This is an optimization exercise on Yosys and OpenROAD, whose aim is small area, a short achievable clock period and few clock cycles, not a production implementation.
Function was checked by simulation only, so behaviour that the tests miss may differ from the original.
No activity file was given, so power comes from the tool's default toggle rates.

File: flow/flow/run.sh
#!/bin/bash
# Layout: the standard flow (standard.sh, unchanged synthesis), except that
# the port buffers are buf_2 cells instead of the clkdlybuf4s50_1 delay cells
# that buffer_ports picks by default. Every port still gets its buffer.
set -euo pipefail
export BUFFER_PORTS_ARGS="-buffer_cell sky130_fd_sc_hd__buf_2"
bash standard.sh > standard_flow.log 2>&1
File: flow/standard.sh
#!/bin/bash
# synth_recipe.tcl (not shown) runs the flow's synth.tcl, then flattens the netlist and writes it again
# the make line also repeats each setting of config.mk as NAME=value (left out here)
make -C /OpenROAD-flow-scripts/flow DESIGN_CONFIG=/design/flow/config.mk WORK_HOME=/design/flow/orfs CLKGATE_MAP_FILE= SYNTH_SCRIPT=/design/flow/synth_recipe.tcl "${@:-finish}"
File: flow/config.mk
export PLATFORM = sky130hd
export DESIGN_NAME = matrix_mac_top
export DESIGN_NICKNAME = matrix_mac_top
export VERILOG_FILES = /design/flow/design.v
export SDC_FILE = /design/flow/constraint.sdc
export NUM_CORES = 4
export LEC_CHECK = 0
export CAP_MARGIN = 20
export CORE_MARGIN = 2
export CORE_UTILIZATION = 40
export SETUP_SLACK_MARGIN = 2.5
export SLEW_MARGIN = 20
File: flow/constraint.sdc
create_clock -name core_clock -period 8.0 [get_ports {dca_port_11}]
set_input_delay 1.6000 -clock core_clock [delete_from_list [all_inputs] [get_ports {dca_port_11}]]
set_output_delay 1.6000 -clock core_clock [all_outputs]
set_load 0.01 [all_outputs]
File: flow/design.v
`timescale 1ns/1ns
package mac_pkg;
  typedef enum logic [1:0] {
    OP_ADD   = 2'd0,
    OP_SUB   = 2'd1,
    OP_EWMUL = 2'd2,
    OP_OUTER = 2'd3
  } op_e;
  localparam int STEP_W = 4;
endpackage
`timescale 1ns/1ns
module mac_inst_reg
#(
  parameter int MATRIX_DIM = 4
)
(
  input  logic                                 dca_port_11,
  input  logic                                 dca_port_17,
  input  logic                                 i_load,
  input  logic [1:0]                           i_opcode,
  input  logic                                 i_init_acc,
  input  logic [MATRIX_DIM-1:0]                i_row_mask,
  input  logic [MATRIX_DIM-1:0]                i_col_mask,
  output logic [1:0]                           o_inst_opcode,
  output logic                                 o_inst_init_acc,
  output logic [MATRIX_DIM*MATRIX_DIM-1:0]     o_inst_elem_en
);
  localparam int NUM_ELEM = MATRIX_DIM * MATRIX_DIM;
  logic [NUM_ELEM-1:0] elem_en_nxt;
  always_comb
  begin
    for (int r = 0; r < MATRIX_DIM; r++)
      for (int c = 0; c < MATRIX_DIM; c++)
        elem_en_nxt[r*MATRIX_DIM + c] = i_row_mask[r] & i_col_mask[c];
  end
  always_ff @(posedge dca_port_11 or negedge dca_port_17)
  begin
    if (!dca_port_17)
    begin
      o_inst_opcode   <= mac_pkg::OP_ADD;
      o_inst_init_acc <= 1'b0;
      o_inst_elem_en  <= '0;
    end
    else if (i_load)
    begin
      o_inst_opcode   <= i_opcode;
      o_inst_init_acc <= i_init_acc;
      o_inst_elem_en  <= elem_en_nxt;
    end
  end
endmodule
`timescale 1ns/1ns
module mac_seq
(
  input  logic                       dca_port_11,
  input  logic                       dca_port_17,
  input  logic                       i_start,
  input  logic                       i_clear,
  input  logic [1:0]                 i_opcode,
  input  logic [mac_pkg::STEP_W-1:0] i_steps,
  output logic                       o_run,
  output logic                       o_first,
  output logic                       o_done
);
  logic [mac_pkg::STEP_W-1:0] remain;
  logic [mac_pkg::STEP_W-1:0] remain_nxt;
  always_comb
  begin
    remain_nxt = i_steps - 1'b1;
    if ((i_opcode != mac_pkg::OP_OUTER) || (i_steps == '0))
      remain_nxt = '0;
  end
  always_ff @(posedge dca_port_11 or negedge dca_port_17)
  begin
    if (!dca_port_17)
    begin
      o_run   <= 1'b0;
      o_first <= 1'b0;
      o_done  <= 1'b0;
      remain  <= '0;
    end
    else if (!o_run)
    begin
      o_done <= 1'b0;
      if (i_start && !i_clear)
      begin
        o_run   <= 1'b1;
        o_first <= 1'b1;
        remain  <= remain_nxt;
      end
    end
    else
    begin
      o_first <= 1'b0;
      remain  <= remain - 1'b1;
      if (i_clear || (remain == '0))
        o_run <= 1'b0;
      o_done <= !i_clear && (remain == '0);
    end
  end
endmodule
`timescale 1ns/1ns
module mac_lane
#(
  parameter int ELEM_W = 16
)
(
  input  logic              dca_port_11,
  input  logic              dca_port_17,
  input  logic              i_outer,
  input  logic              i_g_outer,
  input  logic              i_g_ewmul,
  input  logic              i_g_addsub,
  input  logic              i_keep,
  input  logic              i_sub,
  input  logic              i_cin,
  input  logic [ELEM_W-1:0] i_l_rc,
  input  logic [ELEM_W-1:0] i_r_rc,
  input  logic [ELEM_W-1:0] i_l_r0,
  input  logic [ELEM_W-1:0] i_r_0c,
  output logic [ELEM_W-1:0] o_val
);
  logic [ELEM_W-1:0] bank;
  logic [ELEM_W-1:0] op_a;
  logic [ELEM_W-1:0] op_b;
  logic [ELEM_W-1:0] op_c;
  logic [ELEM_W-1:0] row0;
  logic [ELEM_W-1:0] row1;
  logic [ELEM_W-1:0] nxt;
  logic pp1;
  logic pp2;
  logic pp3;
  logic pp4;
  logic pp5;
  logic pp6;
  logic pp7;
  logic pp8;
  logic pp9;
  logic pp10;
  logic pp11;
  logic pp12;
  logic pp13;
  logic pp14;
  logic pp15;
  logic pp16;
  logic pp17;
  logic pp18;
  logic pp19;
  logic pp20;
  logic pp21;
  logic pp22;
  logic pp23;
  logic pp24;
  logic pp25;
  logic pp26;
  logic pp27;
  logic pp28;
  logic pp29;
  logic pp30;
  logic pp31;
  logic pp32;
  logic pp33;
  logic pp34;
  logic pp35;
  logic pp36;
  logic pp37;
  logic pp38;
  logic pp39;
  logic pp40;
  logic pp41;
  logic pp42;
  logic pp43;
  logic pp44;
  logic pp45;
  logic pp46;
  logic pp47;
  logic pp48;
  logic pp49;
  logic pp50;
  logic pp51;
  logic pp52;
  logic pp53;
  logic pp54;
  logic pp55;
  logic pp56;
  logic pp57;
  logic pp58;
  logic pp59;
  logic pp60;
  logic pp61;
  logic pp62;
  logic pp63;
  logic pp64;
  logic pp65;
  logic pp66;
  logic pp67;
  logic pp68;
  logic pp69;
  logic pp70;
  logic pp71;
  logic pp72;
  logic pp73;
  logic pp74;
  logic pp75;
  logic pp76;
  logic pp77;
  logic pp78;
  logic pp79;
  logic pp80;
  logic pp81;
  logic pp82;
  logic pp83;
  logic pp84;
  logic pp85;
  logic pp86;
  logic pp87;
  logic pp88;
  logic pp89;
  logic pp90;
  logic pp91;
  logic pp92;
  logic pp93;
  logic pp94;
  logic pp95;
  logic pp96;
  logic pp97;
  logic pp98;
  logic pp99;
  logic pp100;
  logic pp101;
  logic pp102;
  logic pp103;
  logic pp104;
  logic pp105;
  logic pp106;
  logic pp107;
  logic pp108;
  logic pp109;
  logic pp110;
  logic pp111;
  logic pp112;
  logic pp113;
  logic pp114;
  logic pp115;
  logic pp116;
  logic pp117;
  logic pp118;
  logic pp119;
  logic pp120;
  logic pp121;
  logic pp122;
  logic pp123;
  logic pp124;
  logic pp125;
  logic pp126;
  logic pp127;
  logic pp128;
  logic pp129;
  logic pp130;
  logic pp131;
  logic pp132;
  logic pp133;
  logic pp134;
  logic pp135;
  logic pp136;
  logic s137;
  logic c138;
  logic s139;
  logic c140;
  logic s141;
  logic c142;
  logic s143;
  logic c144;
  logic s145;
  logic c146;
  logic s147;
  logic c148;
  logic s149;
  logic c150;
  logic s151;
  logic c152;
  logic s153;
  logic c154;
  logic s155;
  logic c156;
  logic s157;
  logic c158;
  logic s159;
  logic c160;
  logic s161;
  logic c162;
  logic s163;
  logic c164;
  logic s165;
  logic c166;
  logic s167;
  logic c168;
  logic s169;
  logic c170;
  logic s171;
  logic c172;
  logic s173;
  logic c174;
  logic s175;
  logic c176;
  logic s177;
  logic c178;
  logic s179;
  logic c180;
  logic s181;
  logic c182;
  logic s183;
  logic c184;
  logic s185;
  logic c186;
  logic s187;
  logic c188;
  logic s189;
  logic c190;
  logic s191;
  logic c192;
  logic s193;
  logic c194;
  logic s195;
  logic c196;
  logic s197;
  logic c198;
  logic s199;
  logic c200;
  logic s201;
  logic c202;
  logic s203;
  logic c204;
  logic s205;
  logic c206;
  logic s207;
  logic c208;
  logic s209;
  logic c210;
  logic s211;
  logic c212;
  logic s213;
  logic c214;
  logic s215;
  logic c216;
  logic s217;
  logic c218;
  logic s219;
  logic c220;
  logic s221;
  logic c222;
  logic s223;
  logic c224;
  logic s225;
  logic c226;
  logic s227;
  logic c228;
  logic s229;
  logic c230;
  logic s231;
  logic c232;
  logic s233;
  logic c234;
  logic s235;
  logic c236;
  logic s237;
  logic c238;
  logic s239;
  logic c240;
  logic s241;
  logic c242;
  logic s243;
  logic c244;
  logic s245;
  logic c246;
  logic s247;
  logic c248;
  logic s249;
  logic c250;
  logic s251;
  logic c252;
  logic s253;
  logic c254;
  logic s255;
  logic c256;
  logic s257;
  logic c258;
  logic s259;
  logic c260;
  logic s261;
  logic c262;
  logic s263;
  logic c264;
  logic s265;
  logic c266;
  logic s267;
  logic c268;
  logic s269;
  logic c270;
  logic s271;
  logic c272;
  logic s273;
  logic c274;
  logic s275;
  logic c276;
  logic s277;
  logic c278;
  logic s279;
  logic c280;
  logic s281;
  logic c282;
  logic s283;
  logic c284;
  logic s285;
  logic c286;
  logic s287;
  logic c288;
  logic s289;
  logic c290;
  logic s291;
  logic c292;
  logic s293;
  logic c294;
  logic s295;
  logic c296;
  logic s297;
  logic c298;
  logic s299;
  logic c300;
  logic s301;
  logic c302;
  logic s303;
  logic c304;
  logic s305;
  logic c306;
  logic s307;
  logic c308;
  logic s309;
  logic c310;
  logic s311;
  logic c312;
  logic s313;
  logic c314;
  logic s315;
  logic c316;
  logic s317;
  logic c318;
  logic s319;
  logic c320;
  logic s321;
  logic c322;
  logic s323;
  logic c324;
  logic s325;
  logic c326;
  logic s327;
  logic c328;
  logic s329;
  logic c330;
  logic s331;
  logic c332;
  logic s333;
  logic c334;
  logic s335;
  logic c336;
  logic s337;
  logic c338;
  logic s339;
  logic c340;
  logic s341;
  logic c342;
  logic s343;
  logic c344;
  logic s345;
  logic c346;
  logic s347;
  logic c348;
  assign op_a = i_outer ? i_l_r0 : i_l_rc;
  assign op_b = (i_r_0c & {ELEM_W{i_g_outer}}) | (i_r_rc & {ELEM_W{i_g_ewmul}}) |
                {{(ELEM_W-1){1'b0}}, i_g_addsub};
  assign op_c = (bank & {ELEM_W{i_keep}}) | ((i_r_rc ^ {ELEM_W{i_sub}}) & {ELEM_W{i_g_addsub}});
  assign pp1 = op_a[0] & op_b[0];
  assign pp2 = op_a[1] & op_b[0];
  assign pp3 = op_a[2] & op_b[0];
  assign pp4 = op_a[3] & op_b[0];
  assign pp5 = op_a[4] & op_b[0];
  assign pp6 = op_a[5] & op_b[0];
  assign pp7 = op_a[6] & op_b[0];
  assign pp8 = op_a[7] & op_b[0];
  assign pp9 = op_a[8] & op_b[0];
  assign pp10 = op_a[9] & op_b[0];
  assign pp11 = op_a[10] & op_b[0];
  assign pp12 = op_a[11] & op_b[0];
  assign pp13 = op_a[12] & op_b[0];
  assign pp14 = op_a[13] & op_b[0];
  assign pp15 = op_a[14] & op_b[0];
  assign pp16 = op_a[15] & op_b[0];
  assign pp17 = op_a[0] & op_b[1];
  assign pp18 = op_a[1] & op_b[1];
  assign pp19 = op_a[2] & op_b[1];
  assign pp20 = op_a[3] & op_b[1];
  assign pp21 = op_a[4] & op_b[1];
  assign pp22 = op_a[5] & op_b[1];
  assign pp23 = op_a[6] & op_b[1];
  assign pp24 = op_a[7] & op_b[1];
  assign pp25 = op_a[8] & op_b[1];
  assign pp26 = op_a[9] & op_b[1];
  assign pp27 = op_a[10] & op_b[1];
  assign pp28 = op_a[11] & op_b[1];
  assign pp29 = op_a[12] & op_b[1];
  assign pp30 = op_a[13] & op_b[1];
  assign pp31 = op_a[14] & op_b[1];
  assign pp32 = op_a[0] & op_b[2];
  assign pp33 = op_a[1] & op_b[2];
  assign pp34 = op_a[2] & op_b[2];
  assign pp35 = op_a[3] & op_b[2];
  assign pp36 = op_a[4] & op_b[2];
  assign pp37 = op_a[5] & op_b[2];
  assign pp38 = op_a[6] & op_b[2];
  assign pp39 = op_a[7] & op_b[2];
  assign pp40 = op_a[8] & op_b[2];
  assign pp41 = op_a[9] & op_b[2];
  assign pp42 = op_a[10] & op_b[2];
  assign pp43 = op_a[11] & op_b[2];
  assign pp44 = op_a[12] & op_b[2];
  assign pp45 = op_a[13] & op_b[2];
  assign pp46 = op_a[0] & op_b[3];
  assign pp47 = op_a[1] & op_b[3];
  assign pp48 = op_a[2] & op_b[3];
  assign pp49 = op_a[3] & op_b[3];
  assign pp50 = op_a[4] & op_b[3];
  assign pp51 = op_a[5] & op_b[3];
  assign pp52 = op_a[6] & op_b[3];
  assign pp53 = op_a[7] & op_b[3];
  assign pp54 = op_a[8] & op_b[3];
  assign pp55 = op_a[9] & op_b[3];
  assign pp56 = op_a[10] & op_b[3];
  assign pp57 = op_a[11] & op_b[3];
  assign pp58 = op_a[12] & op_b[3];
  assign pp59 = op_a[0] & op_b[4];
  assign pp60 = op_a[1] & op_b[4];
  assign pp61 = op_a[2] & op_b[4];
  assign pp62 = op_a[3] & op_b[4];
  assign pp63 = op_a[4] & op_b[4];
  assign pp64 = op_a[5] & op_b[4];
  assign pp65 = op_a[6] & op_b[4];
  assign pp66 = op_a[7] & op_b[4];
  assign pp67 = op_a[8] & op_b[4];
  assign pp68 = op_a[9] & op_b[4];
  assign pp69 = op_a[10] & op_b[4];
  assign pp70 = op_a[11] & op_b[4];
  assign pp71 = op_a[0] & op_b[5];
  assign pp72 = op_a[1] & op_b[5];
  assign pp73 = op_a[2] & op_b[5];
  assign pp74 = op_a[3] & op_b[5];
  assign pp75 = op_a[4] & op_b[5];
  assign pp76 = op_a[5] & op_b[5];
  assign pp77 = op_a[6] & op_b[5];
  assign pp78 = op_a[7] & op_b[5];
  assign pp79 = op_a[8] & op_b[5];
  assign pp80 = op_a[9] & op_b[5];
  assign pp81 = op_a[10] & op_b[5];
  assign pp82 = op_a[0] & op_b[6];
  assign pp83 = op_a[1] & op_b[6];
  assign pp84 = op_a[2] & op_b[6];
  assign pp85 = op_a[3] & op_b[6];
  assign pp86 = op_a[4] & op_b[6];
  assign pp87 = op_a[5] & op_b[6];
  assign pp88 = op_a[6] & op_b[6];
  assign pp89 = op_a[7] & op_b[6];
  assign pp90 = op_a[8] & op_b[6];
  assign pp91 = op_a[9] & op_b[6];
  assign pp92 = op_a[0] & op_b[7];
  assign pp93 = op_a[1] & op_b[7];
  assign pp94 = op_a[2] & op_b[7];
  assign pp95 = op_a[3] & op_b[7];
  assign pp96 = op_a[4] & op_b[7];
  assign pp97 = op_a[5] & op_b[7];
  assign pp98 = op_a[6] & op_b[7];
  assign pp99 = op_a[7] & op_b[7];
  assign pp100 = op_a[8] & op_b[7];
  assign pp101 = op_a[0] & op_b[8];
  assign pp102 = op_a[1] & op_b[8];
  assign pp103 = op_a[2] & op_b[8];
  assign pp104 = op_a[3] & op_b[8];
  assign pp105 = op_a[4] & op_b[8];
  assign pp106 = op_a[5] & op_b[8];
  assign pp107 = op_a[6] & op_b[8];
  assign pp108 = op_a[7] & op_b[8];
  assign pp109 = op_a[0] & op_b[9];
  assign pp110 = op_a[1] & op_b[9];
  assign pp111 = op_a[2] & op_b[9];
  assign pp112 = op_a[3] & op_b[9];
  assign pp113 = op_a[4] & op_b[9];
  assign pp114 = op_a[5] & op_b[9];
  assign pp115 = op_a[6] & op_b[9];
  assign pp116 = op_a[0] & op_b[10];
  assign pp117 = op_a[1] & op_b[10];
  assign pp118 = op_a[2] & op_b[10];
  assign pp119 = op_a[3] & op_b[10];
  assign pp120 = op_a[4] & op_b[10];
  assign pp121 = op_a[5] & op_b[10];
  assign pp122 = op_a[0] & op_b[11];
  assign pp123 = op_a[1] & op_b[11];
  assign pp124 = op_a[2] & op_b[11];
  assign pp125 = op_a[3] & op_b[11];
  assign pp126 = op_a[4] & op_b[11];
  assign pp127 = op_a[0] & op_b[12];
  assign pp128 = op_a[1] & op_b[12];
  assign pp129 = op_a[2] & op_b[12];
  assign pp130 = op_a[3] & op_b[12];
  assign pp131 = op_a[0] & op_b[13];
  assign pp132 = op_a[1] & op_b[13];
  assign pp133 = op_a[2] & op_b[13];
  assign pp134 = op_a[0] & op_b[14];
  assign pp135 = op_a[1] & op_b[14];
  assign pp136 = op_a[0] & op_b[15];
  assign s137 = pp13 ^ pp28;
  assign c138 = pp13 & pp28;
  assign s139 = pp14 ^ pp29 ^ pp43;
  assign c140 = (pp14 & pp29) | (pp14 & pp43) | (pp29 & pp43);
  assign s141 = pp56 ^ pp68;
  assign c142 = pp56 & pp68;
  assign s143 = pp15 ^ pp30 ^ pp44;
  assign c144 = (pp15 & pp30) | (pp15 & pp44) | (pp30 & pp44);
  assign s145 = pp57 ^ pp69 ^ pp80;
  assign c146 = (pp57 & pp69) | (pp57 & pp80) | (pp69 & pp80);
  assign s147 = pp90 ^ pp99;
  assign c148 = pp90 & pp99;
  assign s149 = pp9 ^ pp24;
  assign c150 = pp9 & pp24;
  assign s151 = pp10 ^ pp25 ^ pp39;
  assign c152 = (pp10 & pp25) | (pp10 & pp39) | (pp25 & pp39);
  assign s153 = pp52 ^ pp64;
  assign c154 = pp52 & pp64;
  assign s155 = pp11 ^ pp26 ^ pp40;
  assign c156 = (pp11 & pp26) | (pp11 & pp40) | (pp26 & pp40);
  assign s157 = pp53 ^ pp65 ^ pp76;
  assign c158 = (pp53 & pp65) | (pp53 & pp76) | (pp65 & pp76);
  assign s159 = pp86 ^ pp95;
  assign c160 = pp86 & pp95;
  assign s161 = pp12 ^ pp27 ^ pp41;
  assign c162 = (pp12 & pp27) | (pp12 & pp41) | (pp27 & pp41);
  assign s163 = pp54 ^ pp66 ^ pp77;
  assign c164 = (pp54 & pp66) | (pp54 & pp77) | (pp66 & pp77);
  assign s165 = pp87 ^ pp96 ^ pp104;
  assign c166 = (pp87 & pp96) | (pp87 & pp104) | (pp96 & pp104);
  assign s167 = pp111 ^ pp117;
  assign c168 = pp111 & pp117;
  assign s169 = pp42 ^ pp55 ^ pp67;
  assign c170 = (pp42 & pp55) | (pp42 & pp67) | (pp55 & pp67);
  assign s171 = pp78 ^ pp88 ^ pp97;
  assign c172 = (pp78 & pp88) | (pp78 & pp97) | (pp88 & pp97);
  assign s173 = pp105 ^ pp112 ^ pp118;
  assign c174 = (pp105 & pp112) | (pp105 & pp118) | (pp112 & pp118);
  assign s175 = pp123 ^ pp127 ^ op_c[12];
  assign c176 = (pp123 & pp127) | (pp123 & op_c[12]) | (pp127 & op_c[12]);
  assign s177 = pp79 ^ pp89 ^ pp98;
  assign c178 = (pp79 & pp89) | (pp79 & pp98) | (pp89 & pp98);
  assign s179 = pp106 ^ pp113 ^ pp119;
  assign c180 = (pp106 & pp113) | (pp106 & pp119) | (pp113 & pp119);
  assign s181 = pp124 ^ pp128 ^ pp131;
  assign c182 = (pp124 & pp128) | (pp124 & pp131) | (pp128 & pp131);
  assign s183 = op_c[13] ^ s139 ^ s141;
  assign c184 = (op_c[13] & s139) | (op_c[13] & s141) | (s139 & s141);
  assign s185 = pp107 ^ pp114 ^ pp120;
  assign c186 = (pp107 & pp114) | (pp107 & pp120) | (pp114 & pp120);
  assign s187 = pp125 ^ pp129 ^ pp132;
  assign c188 = (pp125 & pp129) | (pp125 & pp132) | (pp129 & pp132);
  assign s189 = pp134 ^ op_c[14] ^ s143;
  assign c190 = (pp134 & op_c[14]) | (pp134 & s143) | (op_c[14] & s143);
  assign s191 = s145 ^ s147 ^ c140;
  assign c192 = (s145 & s147) | (s145 & c140) | (s147 & c140);
  assign s193 = pp6 ^ pp21;
  assign c194 = pp6 & pp21;
  assign s195 = pp7 ^ pp22 ^ pp36;
  assign c196 = (pp7 & pp22) | (pp7 & pp36) | (pp22 & pp36);
  assign s197 = pp49 ^ pp61;
  assign c198 = pp49 & pp61;
  assign s199 = pp8 ^ pp23 ^ pp37;
  assign c200 = (pp8 & pp23) | (pp8 & pp37) | (pp23 & pp37);
  assign s201 = pp50 ^ pp62 ^ pp73;
  assign c202 = (pp50 & pp62) | (pp50 & pp73) | (pp62 & pp73);
  assign s203 = pp83 ^ pp92;
  assign c204 = pp83 & pp92;
  assign s205 = pp38 ^ pp51 ^ pp63;
  assign c206 = (pp38 & pp51) | (pp38 & pp63) | (pp51 & pp63);
  assign s207 = pp74 ^ pp84 ^ pp93;
  assign c208 = (pp74 & pp84) | (pp74 & pp93) | (pp84 & pp93);
  assign s209 = pp101 ^ op_c[8] ^ s149;
  assign c210 = (pp101 & op_c[8]) | (pp101 & s149) | (op_c[8] & s149);
  assign s211 = pp75 ^ pp85 ^ pp94;
  assign c212 = (pp75 & pp85) | (pp75 & pp94) | (pp85 & pp94);
  assign s213 = pp102 ^ pp109 ^ op_c[9];
  assign c214 = (pp102 & pp109) | (pp102 & op_c[9]) | (pp109 & op_c[9]);
  assign s215 = s151 ^ s153 ^ c150;
  assign c216 = (s151 & s153) | (s151 & c150) | (s153 & c150);
  assign s217 = pp103 ^ pp110 ^ pp116;
  assign c218 = (pp103 & pp110) | (pp103 & pp116) | (pp110 & pp116);
  assign s219 = op_c[10] ^ s155 ^ s157;
  assign c220 = (op_c[10] & s155) | (op_c[10] & s157) | (s155 & s157);
  assign s221 = s159 ^ c152 ^ c154;
  assign c222 = (s159 & c152) | (s159 & c154) | (c152 & c154);
  assign s223 = pp122 ^ op_c[11] ^ s161;
  assign c224 = (pp122 & op_c[11]) | (pp122 & s161) | (op_c[11] & s161);
  assign s225 = s163 ^ s165 ^ s167;
  assign c226 = (s163 & s165) | (s163 & s167) | (s165 & s167);
  assign s227 = c156 ^ c158 ^ c160;
  assign c228 = (c156 & c158) | (c156 & c160) | (c158 & c160);
  assign s229 = s137 ^ s169 ^ s171;
  assign c230 = (s137 & s169) | (s137 & s171) | (s169 & s171);
  assign s231 = s173 ^ s175 ^ c162;
  assign c232 = (s173 & s175) | (s173 & c162) | (s175 & c162);
  assign s233 = c164 ^ c166 ^ c168;
  assign c234 = (c164 & c166) | (c164 & c168) | (c166 & c168);
  assign s235 = c138 ^ s177 ^ s179;
  assign c236 = (c138 & s177) | (c138 & s179) | (s177 & s179);
  assign s237 = s181 ^ s183 ^ c170;
  assign c238 = (s181 & s183) | (s181 & c170) | (s183 & c170);
  assign s239 = c172 ^ c174 ^ c176;
  assign c240 = (c172 & c174) | (c172 & c176) | (c174 & c176);
  assign s241 = c142 ^ s185 ^ s187;
  assign c242 = (c142 & s185) | (c142 & s187) | (s185 & s187);
  assign s243 = s189 ^ s191 ^ c178;
  assign c244 = (s189 & s191) | (s189 & c178) | (s191 & c178);
  assign s245 = c180 ^ c182 ^ c184;
  assign c246 = (c180 & c182) | (c180 & c184) | (c182 & c184);
  assign s247 = pp4 ^ pp19;
  assign c248 = pp4 & pp19;
  assign s249 = pp5 ^ pp20 ^ pp34;
  assign c250 = (pp5 & pp20) | (pp5 & pp34) | (pp20 & pp34);
  assign s251 = pp47 ^ pp59;
  assign c252 = pp47 & pp59;
  assign s253 = pp35 ^ pp48 ^ pp60;
  assign c254 = (pp35 & pp48) | (pp35 & pp60) | (pp48 & pp60);
  assign s255 = pp71 ^ op_c[5] ^ s193;
  assign c256 = (pp71 & op_c[5]) | (pp71 & s193) | (op_c[5] & s193);
  assign s257 = pp72 ^ pp82 ^ op_c[6];
  assign c258 = (pp72 & pp82) | (pp72 & op_c[6]) | (pp82 & op_c[6]);
  assign s259 = s195 ^ s197 ^ c194;
  assign c260 = (s195 & s197) | (s195 & c194) | (s197 & c194);
  assign s261 = op_c[7] ^ s199 ^ s201;
  assign c262 = (op_c[7] & s199) | (op_c[7] & s201) | (s199 & s201);
  assign s263 = s203 ^ c196 ^ c198;
  assign c264 = (s203 & c196) | (s203 & c198) | (c196 & c198);
  assign s265 = s205 ^ s207 ^ s209;
  assign c266 = (s205 & s207) | (s205 & s209) | (s207 & s209);
  assign s267 = c200 ^ c202 ^ c204;
  assign c268 = (c200 & c202) | (c200 & c204) | (c202 & c204);
  assign s269 = s211 ^ s213 ^ s215;
  assign c270 = (s211 & s213) | (s211 & s215) | (s213 & s215);
  assign s271 = c206 ^ c208 ^ c210;
  assign c272 = (c206 & c208) | (c206 & c210) | (c208 & c210);
  assign s273 = s217 ^ s219 ^ s221;
  assign c274 = (s217 & s219) | (s217 & s221) | (s219 & s221);
  assign s275 = c212 ^ c214 ^ c216;
  assign c276 = (c212 & c214) | (c212 & c216) | (c214 & c216);
  assign s277 = s223 ^ s225 ^ s227;
  assign c278 = (s223 & s225) | (s223 & s227) | (s225 & s227);
  assign s279 = c218 ^ c220 ^ c222;
  assign c280 = (c218 & c220) | (c218 & c222) | (c220 & c222);
  assign s281 = s229 ^ s231 ^ s233;
  assign c282 = (s229 & s231) | (s229 & s233) | (s231 & s233);
  assign s283 = c224 ^ c226 ^ c228;
  assign c284 = (c224 & c226) | (c224 & c228) | (c226 & c228);
  assign s285 = s235 ^ s237 ^ s239;
  assign c286 = (s235 & s237) | (s235 & s239) | (s237 & s239);
  assign s287 = c230 ^ c232 ^ c234;
  assign c288 = (c230 & c232) | (c230 & c234) | (c232 & c234);
  assign s289 = s241 ^ s243 ^ s245;
  assign c290 = (s241 & s243) | (s241 & s245) | (s243 & s245);
  assign s291 = c236 ^ c238 ^ c240;
  assign c292 = (c236 & c238) | (c236 & c240) | (c238 & c240);
  assign s293 = pp3 ^ pp18;
  assign c294 = pp3 & pp18;
  assign s295 = pp33 ^ pp46 ^ op_c[3];
  assign c296 = (pp33 & pp46) | (pp33 & op_c[3]) | (pp46 & op_c[3]);
  assign s297 = op_c[4] ^ s249 ^ s251;
  assign c298 = (op_c[4] & s249) | (op_c[4] & s251) | (s249 & s251);
  assign s299 = s253 ^ s255 ^ c250;
  assign c300 = (s253 & s255) | (s253 & c250) | (s255 & c250);
  assign s301 = s257 ^ s259 ^ c254;
  assign c302 = (s257 & s259) | (s257 & c254) | (s259 & c254);
  assign s303 = s261 ^ s263 ^ c258;
  assign c304 = (s261 & s263) | (s261 & c258) | (s263 & c258);
  assign s305 = s265 ^ s267 ^ c262;
  assign c306 = (s265 & s267) | (s265 & c262) | (s267 & c262);
  assign s307 = s269 ^ s271 ^ c266;
  assign c308 = (s269 & s271) | (s269 & c266) | (s271 & c266);
  assign s309 = s273 ^ s275 ^ c270;
  assign c310 = (s273 & s275) | (s273 & c270) | (s275 & c270);
  assign s311 = s277 ^ s279 ^ c274;
  assign c312 = (s277 & s279) | (s277 & c274) | (s279 & c274);
  assign s313 = s281 ^ s283 ^ c278;
  assign c314 = (s281 & s283) | (s281 & c278) | (s283 & c278);
  assign s315 = s285 ^ s287 ^ c282;
  assign c316 = (s285 & s287) | (s285 & c282) | (s287 & c282);
  assign s317 = s289 ^ s291 ^ c286;
  assign c318 = (s289 & s291) | (s289 & c286) | (s291 & c286);
  assign s319 = pp1 ^ op_c[0];
  assign c320 = pp1 & op_c[0];
  assign s321 = pp2 ^ pp17 ^ op_c[1];
  assign c322 = (pp2 & pp17) | (pp2 & op_c[1]) | (pp17 & op_c[1]);
  assign s323 = pp32 ^ op_c[2] ^ s293;
  assign c324 = (pp32 & op_c[2]) | (pp32 & s293) | (op_c[2] & s293);
  assign s325 = s247 ^ s295 ^ c294;
  assign c326 = (s247 & s295) | (s247 & c294) | (s295 & c294);
  assign s327 = c248 ^ s297 ^ c296;
  assign c328 = (c248 & s297) | (c248 & c296) | (s297 & c296);
  assign s329 = c252 ^ s299 ^ c298;
  assign c330 = (c252 & s299) | (c252 & c298) | (s299 & c298);
  assign s331 = c256 ^ s301 ^ c300;
  assign c332 = (c256 & s301) | (c256 & c300) | (s301 & c300);
  assign s333 = c260 ^ s303 ^ c302;
  assign c334 = (c260 & s303) | (c260 & c302) | (s303 & c302);
  assign s335 = c264 ^ s305 ^ c304;
  assign c336 = (c264 & s305) | (c264 & c304) | (s305 & c304);
  assign s337 = c268 ^ s307 ^ c306;
  assign c338 = (c268 & s307) | (c268 & c306) | (s307 & c306);
  assign s339 = c272 ^ s309 ^ c308;
  assign c340 = (c272 & s309) | (c272 & c308) | (s309 & c308);
  assign s341 = c276 ^ s311 ^ c310;
  assign c342 = (c276 & s311) | (c276 & c310) | (s311 & c310);
  assign s343 = c280 ^ s313 ^ c312;
  assign c344 = (c280 & s313) | (c280 & c312) | (s313 & c312);
  assign s345 = c284 ^ s315 ^ c314;
  assign c346 = (c284 & s315) | (c284 & c314) | (s315 & c314);
  assign s347 = c288 ^ s317 ^ c316;
  assign c348 = (c288 & s317) | (c288 & c316) | (s317 & c316);
  logic              top_early;
  logic              top_late;
  logic              c_top;
  logic [ELEM_W-2:0] low;
  assign top_early = pp16 ^ pp31 ^ pp45 ^ pp58 ^ pp70 ^ pp81 ^ pp91 ^ pp100 ^ pp108 ^ pp115 ^ pp121 ^ pp126 ^ pp130 ^ pp133 ^ pp135 ^ pp136 ^ op_c[15];
  assign top_late  = c144 ^ c146 ^ c148 ^ c186 ^ c188 ^ c190 ^ c192 ^ c242 ^ c244 ^ c246 ^ c290 ^ c292 ^ c318 ^ c348;
  assign row0 = {1'b0, s347, s345, s343, s341, s339, s337, s335, s333, s331, s329, s327, s325, s323, s321, i_cin};
  assign row1 = {1'b0, c346, c344, c342, c340, c338, c336, c334, c332, c330, c328, c326, c324, c322, c320, s319};
  assign {c_top, low} = row0[ELEM_W-2:0] + row1[ELEM_W-2:0];
  assign nxt  = {top_early ^ top_late ^ c_top, low};
  always_ff @(posedge dca_port_11 or negedge dca_port_17)
  begin
    if (!dca_port_17)
      bank <= '0;
    else
      bank <= nxt;
  end
  assign o_val = bank;
endmodule
`timescale 1ns/1ns
module mac_datapath
#(
  parameter int MATRIX_DIM = 4,
  parameter int ELEM_W     = 16
)
(
  input  logic                                    dca_port_11,
  input  logic                                    dca_port_17,
  input  logic                                    i_run,
  input  logic [MATRIX_DIM*MATRIX_DIM-1:0]        i_elem_en,
  input  logic [1:0]                              i_op,
  input  logic                                    i_acc,
  input  logic [MATRIX_DIM*MATRIX_DIM*ELEM_W-1:0] i_lhs,
  input  logic [MATRIX_DIM*MATRIX_DIM*ELEM_W-1:0] i_rhs,
  output logic [MATRIX_DIM*MATRIX_DIM*ELEM_W-1:0] o_result
);
  logic outer;
  logic ewmul;
  logic addsub;
  logic sub;
  assign outer  = (i_op == mac_pkg::OP_OUTER);
  assign ewmul  = (i_op == mac_pkg::OP_EWMUL);
  assign addsub = (i_op == mac_pkg::OP_ADD) || (i_op == mac_pkg::OP_SUB);
  assign sub    = (i_op == mac_pkg::OP_SUB);
  for (genvar r = 0; r < MATRIX_DIM; r++)
  begin : g_row
    for (genvar c = 0; c < MATRIX_DIM; c++)
    begin : g_col
      localparam int IDX = r*MATRIX_DIM + c;
      logic we;
      assign we = i_run & i_elem_en[IDX];
      mac_lane #(.ELEM_W(ELEM_W)) mac_lane_i
      (
        .dca_port_11 (dca_port_11),
        .dca_port_17 (dca_port_17),
        .i_outer     (outer),
        .i_g_outer   (we & outer),
        .i_g_ewmul   (we & ewmul),
        .i_g_addsub  (we & addsub),
        .i_keep      (!we || (outer && i_acc)),
        .i_sub       (sub),
        .i_cin       (we & sub),
        .i_l_rc      (i_lhs[IDX*ELEM_W +: ELEM_W]),
        .i_r_rc      (i_rhs[IDX*ELEM_W +: ELEM_W]),
        .i_l_r0      (i_lhs[(r*MATRIX_DIM)*ELEM_W +: ELEM_W]),
        .i_r_0c      (i_rhs[c*ELEM_W +: ELEM_W]),
        .o_val       (o_result[IDX*ELEM_W +: ELEM_W])
      );
    end
  end
endmodule
`timescale 1ns/1ns
`timescale 1ns/1ns
module matrix_mac_top
#(
  parameter int MATRIX_DIM = 4,
  parameter int ELEM_W     = 16
)
(
  input  logic                                    dca_port_11,
  input  logic                                    dca_port_17,
  input  logic                                    i_start,
  input  logic                                    i_clear,
  input  logic [1:0]                              i_opcode,
  input  logic                                    i_init_acc,
  input  logic [MATRIX_DIM-1:0]                   i_row_mask,
  input  logic [MATRIX_DIM-1:0]                   i_col_mask,
  input  logic [mac_pkg::STEP_W-1:0]              i_steps,
  input  logic [MATRIX_DIM*MATRIX_DIM*ELEM_W-1:0] i_lhs,
  input  logic [MATRIX_DIM*MATRIX_DIM*ELEM_W-1:0] i_rhs,
  output logic                                    o_busy,
  output logic                                    o_step_req,
  output logic                                    o_done,
  output logic [MATRIX_DIM*MATRIX_DIM*ELEM_W-1:0] o_result
);
  logic                             run;
  logic                             first;
  logic [1:0]                       inst_opcode;
  logic                             inst_init_acc;
  logic [MATRIX_DIM*MATRIX_DIM-1:0] inst_elem_en;
  mac_seq mac_seq_i
  (
    .dca_port_11 (dca_port_11),
    .dca_port_17 (dca_port_17),
    .i_start     (i_start),
    .i_clear     (i_clear),
    .i_opcode    (i_opcode),
    .i_steps     (i_steps),
    .o_run       (run),
    .o_first     (first),
    .o_done      (o_done)
  );
  mac_inst_reg #(.MATRIX_DIM(MATRIX_DIM)) mac_inst_reg_i
  (
    .dca_port_11     (dca_port_11),
    .dca_port_17     (dca_port_17),
    .i_load          (!run),
    .i_opcode        (i_opcode),
    .i_init_acc      (i_init_acc),
    .i_row_mask      (i_row_mask),
    .i_col_mask      (i_col_mask),
    .o_inst_opcode   (inst_opcode),
    .o_inst_init_acc (inst_init_acc),
    .o_inst_elem_en  (inst_elem_en)
  );
  mac_datapath #(.MATRIX_DIM(MATRIX_DIM), .ELEM_W(ELEM_W)) mac_datapath_i
  (
    .dca_port_11 (dca_port_11),
    .dca_port_17 (dca_port_17),
    .i_run       (run),
    .i_elem_en   (inst_elem_en),
    .i_op        (inst_opcode),
    .i_acc       (!(first && inst_init_acc)),
    .i_lhs       (i_lhs),
    .i_rhs       (i_rhs),
    .o_result    (o_result)
  );
  assign o_busy     = run;
  assign o_step_req = run;
endmodule
==> reports/metrics.yaml <==
final_layout:
  fillCellCount: 18651
  final_common_cell: "fa_1"
  drive_above_1_share: 0.280
  most-common-layout-cells: "fa_1 (1432), inv_1 (1193), nor2_1 (1071)"
  area_delta_synth_final_pct: 27.6
  nets: 12734
setup_path:
  crit_arrival_ps: 6940
  r2r-start: "mac_inst_reg_i.o_inst_opcode[0]$_DFFE_PN0N_"
  path_max_fanout: 7
  crit_type: "reg2reg"
  start_kind: "flip-flop"
  endpoint_kind: "flip-flop"
  cp.required_ps: 8630
  worstSetupStartpoint: "mac_inst_reg_i.o_inst_opcode[0]$_DFFE_PN0N_"
floorplan:
  io_pins: 790
  die_height_um: 452
  std_cell_rows: 164
  start_util: 0.402
  core_area_mm2: 0.200
  die_area_mm2: 0.204
  die_x_um: 452
yosys:
  synthDominantCellAreaShare: 0.371
  synth_async_sr_flop_share: 1.00
  synth_top_flop_cell: "dfrtp_1"
  yosys-top-cells-area: "fa_1 (37%), dfrtp_1 (8.8%), ha_1 (7.3%)"
  synth_cells: 9025
  synth-seq-cells: 282
  yosysUniqueCellTypes: 88
  yosysTopAreaCell: "fa_1"
  syn_area_per_cell_um2: 8.90
  syn-cell-area_mm2: 0.0803
  synth_seq_area_share: 0.0879
  synth_nets: 11510
  synth-edff-count: 0
  yosys_warnings: 3
routing:
  drt_wl_total_mm: 385
  ant_nets: 0
  met2_length_mm: 170
  wl_per_cell_um: 29.5
  drt-met1-wl_mm: 143
  dr_total_vias: 73745
  drt_drc_violations_left: 0
  dr.max_layer_used: "met5"
  wl_met3_mm: 32.3
  avgViaCountPerCell: 5.66
  dr.first_iter.drc_count: 6519
  drtPass1Iterations: 7
sta:
  fin_crit_ps: 6310
  hold_viol: 0
  worst_pin_slew_ps: 912
  setup_violations: 0
  fin_crit_sh: 0.788
  rsz0062_at_grt: "yes"
  finClkSkew_ps: 51.5
  fmax_mhz: 159
  slew_viol_final: 0
  slew_headroom: 0.392
  fin_setup_tns_ps: 0
min_path:
  min_from: "mac_seq_i.o_first$_DFFE_PN0P_"
  hold_class: "reg2reg"
grt:
  grt_pass1_vias: 76412
  grt-ovfl-total: 0
  grt_max_degree: 115
  antenna_found_initial: 104
  grt_pass1_wl_mm: 545
  gr-usage-all-layers: 0.371
pwr:
  p_leak_nw: 46.6
  total_power_mw: 20.8
  peakVddDrop_uv: 193
  power.density_mw_per_mm2: 203
cts:
  cts_inserted_buffers: 48
  clk_pin_slew_ps: 80
  cts.sinks: 282
  tritoncts: "done"
  clock-root-buffer: "clkbuf_16"
  worst_skew_pair.late_latency_ps: 760
  cts_buffer_depth: 3
  htreeDepth: 2
placement:
  numPortBuffers: 789
  gp_congestion: 1.05
  post-dp-hpwl_mm: 304
flow_run:
  drv_cap: 0
run_status:
  status: "no timing/DRC/antenna violations"
==> cells in the mapped netlist (16+ instances only) <==
master / n
xnor2_1: 541
a22oi_1: 220
nor2_1: 1155
a21o_1: 132
buf_4: 28
buf_2: 75
nand3_1: 146
o21bai_1: 26
a21oi_1: 285
nor3_1: 67
dfrtp_1: 282
ha_1: 466
o21a_1: 37
a21oi_2: 41
and3_1: 157
xnor3_1: 22
and2_1: 263
or3_1: 25
xor2_1: 342
or2_2: 154
clkbuf_1: 248
buf_6: 31
a211oi_1: 28
buf_1: 18
nand2b_1: 143
fa_1: 1488
o21ai_1: 17
nor2b_1: 77
a22o_1: 173
inv_1: 1262
nand2_1: 705
mux2i_1: 16
o21ai_0: 114
==> worst paths after layout <==
kind	to	slack (ps)	depth (start not counted)
max	flip-flop	1690	22
min	mac_seq_i.o_first$_DFFE_PN0P_	500	2
max reg2reg	flip-flop	1690	22
min reg2reg	mac_seq_i.o_first$_DFFE_PN0P_	500	2
max in group asynchronous	mac_seq_i.o_run$_DFF_PN0_	5630	2
min in group asynchronous	async pin	870	1
==> cells by family (layout without fill, tap and decap cells) <==
group / Yosys count / after routing / share of synthesized area
fa+ha+maj: 1954 / 1954 / 0.443
buf+inv: 1666 / 2926 / 0.0833
other cells: 0 / 77 / 0
xor+xnor: 908 / 908 / 0.103
flops: 282 / 282 / 0.0879
simple gates: 2974 / 2977 / 0.172
mux: 19 / 19 / 0.00241
compound gates: 1222 / 1222 / 0.108
==> flip-flops by register name, summed over array words and instances, names as in the netlist <==
name	flops
mac_seq_i.remain	4
mac_seq_i.o_run	1
mac_inst_reg_i.o_inst_opcode	2
mac_inst_reg_i.o_inst_init_acc	1
mac_seq_i.o_first	1
mac_datapath_i.g_row.g_col.mac_lane_i.bank	256
mac_seq_i.o_done	1
mac_inst_reg_i.o_inst_elem_en	16
==> cell type report <==
type	instances	area (µm²)	area share
clock inverters	28	362	0.00353
inverters	1264	4800	0.0469
diodes	77	193	0.00188
flip-flops and latches	282	7070	0.0690
multi-input cells	7080	73100	0.714
repair buffers	1573	12300	0.120
clock buffers	61	1280	0.0125
well taps	2656	3320	0.0324
==> through the flow <==
stage	instances	hold WS [ps]	cell area, µm²	worst slack, ps	utilization
after floorplan	9025	458	84400	1660	-
after global placement	12308	479	90800	605	0.455
after detailed placement	12308	489	90800	547	0.455
after CTS	12732	503	98700	1720	0.494
after global routing	13005	542	102000	1550	0.513
final	13021	499	102000	1690	0.513
==> report_power, final <==
| group | switching (mW) | internal (mW) | total (mW) |
|---|---|---|---|
| clock network | 1.03 | 1.33 | 2.37 |
| logic | 8.61 | 6.89 | 15.5 |
| registers | 0.768 | 2.13 | 2.90 |
| total | 10.4 | 10.4 | 20.8 |
==> layer usage <==
metal | vias up | GRT usage
li1 | 31088 | -
met4 | 24 | 0.305
met5 | - | 0
met2 | 3819 | 0.565
met3 | 1131 | 0.0717
met1 | 37683 | 0.457
==> worst max-delay path: stages, from the launching register on <==
cell and delay [ps]:
dfrtp_4 600, buf_12 180, buf_16 150, buf_6 120, and4b_2 320, a22oi_2 100, or2_4 270, fa_1 520
inv_2 40, fa_1 560, inv_2 50, fa_1 560, fa_1 460, fa_1 480, fa_2 370, xnor2_2 150
xnor2_1 180, xnor2_1 170, xnor2_1 160, xnor2_1 150, xnor3_1 280, xnor2_2 170, xnor2_1 130
==> what timing repair did <==
item	4_1_cts	5_1_grt
setup endpoints to repair	149	112
gates cloned	27	10
pin swaps	268	370
buffers inserted	308	202
resized for setup	696	381
hold buffers	0	0
hold endpoints to repair	0	0
Testbench counts, summed over its fixed seeds: cycles 7,501.

-- what the ideal ports hide --
The flow's constraints put no driver on any port. The routed layout listed below was extracted and timed again, unchanged, in two steps. Step 1 (the two cells are an assumption about what drives the block):
set clk [get_ports {dca_port_11}]
set_driving_cell -lib_cell sky130_fd_sc_hd__clkbuf_16 $clk
set_driving_cell -lib_cell sky130_fd_sc_hd__buf_2 [delete_from_list [all_inputs] $clk]
Step 2 moves the port delays by t, midway between the first and last clock arrival at a register: inputs arrive t later, outputs are due t later. That takes back most of the time a late clock gives input paths. a / b / c = ideal / step 1 / step 2; a / b = the first two.
shift t [ns]: 0.830
slack for setup (ns): 1.692 / 1.692 / 0.905
worst setup path at the end: input to register
latest minus earliest clock arrival (ns): 0.053 / 0.052
cell pins on the clock port's net: 1
After both steps setup and hold are still met in this run. The setup slack of this run moves by 0.000 ns with the drivers and by -0.787 ns with both steps.
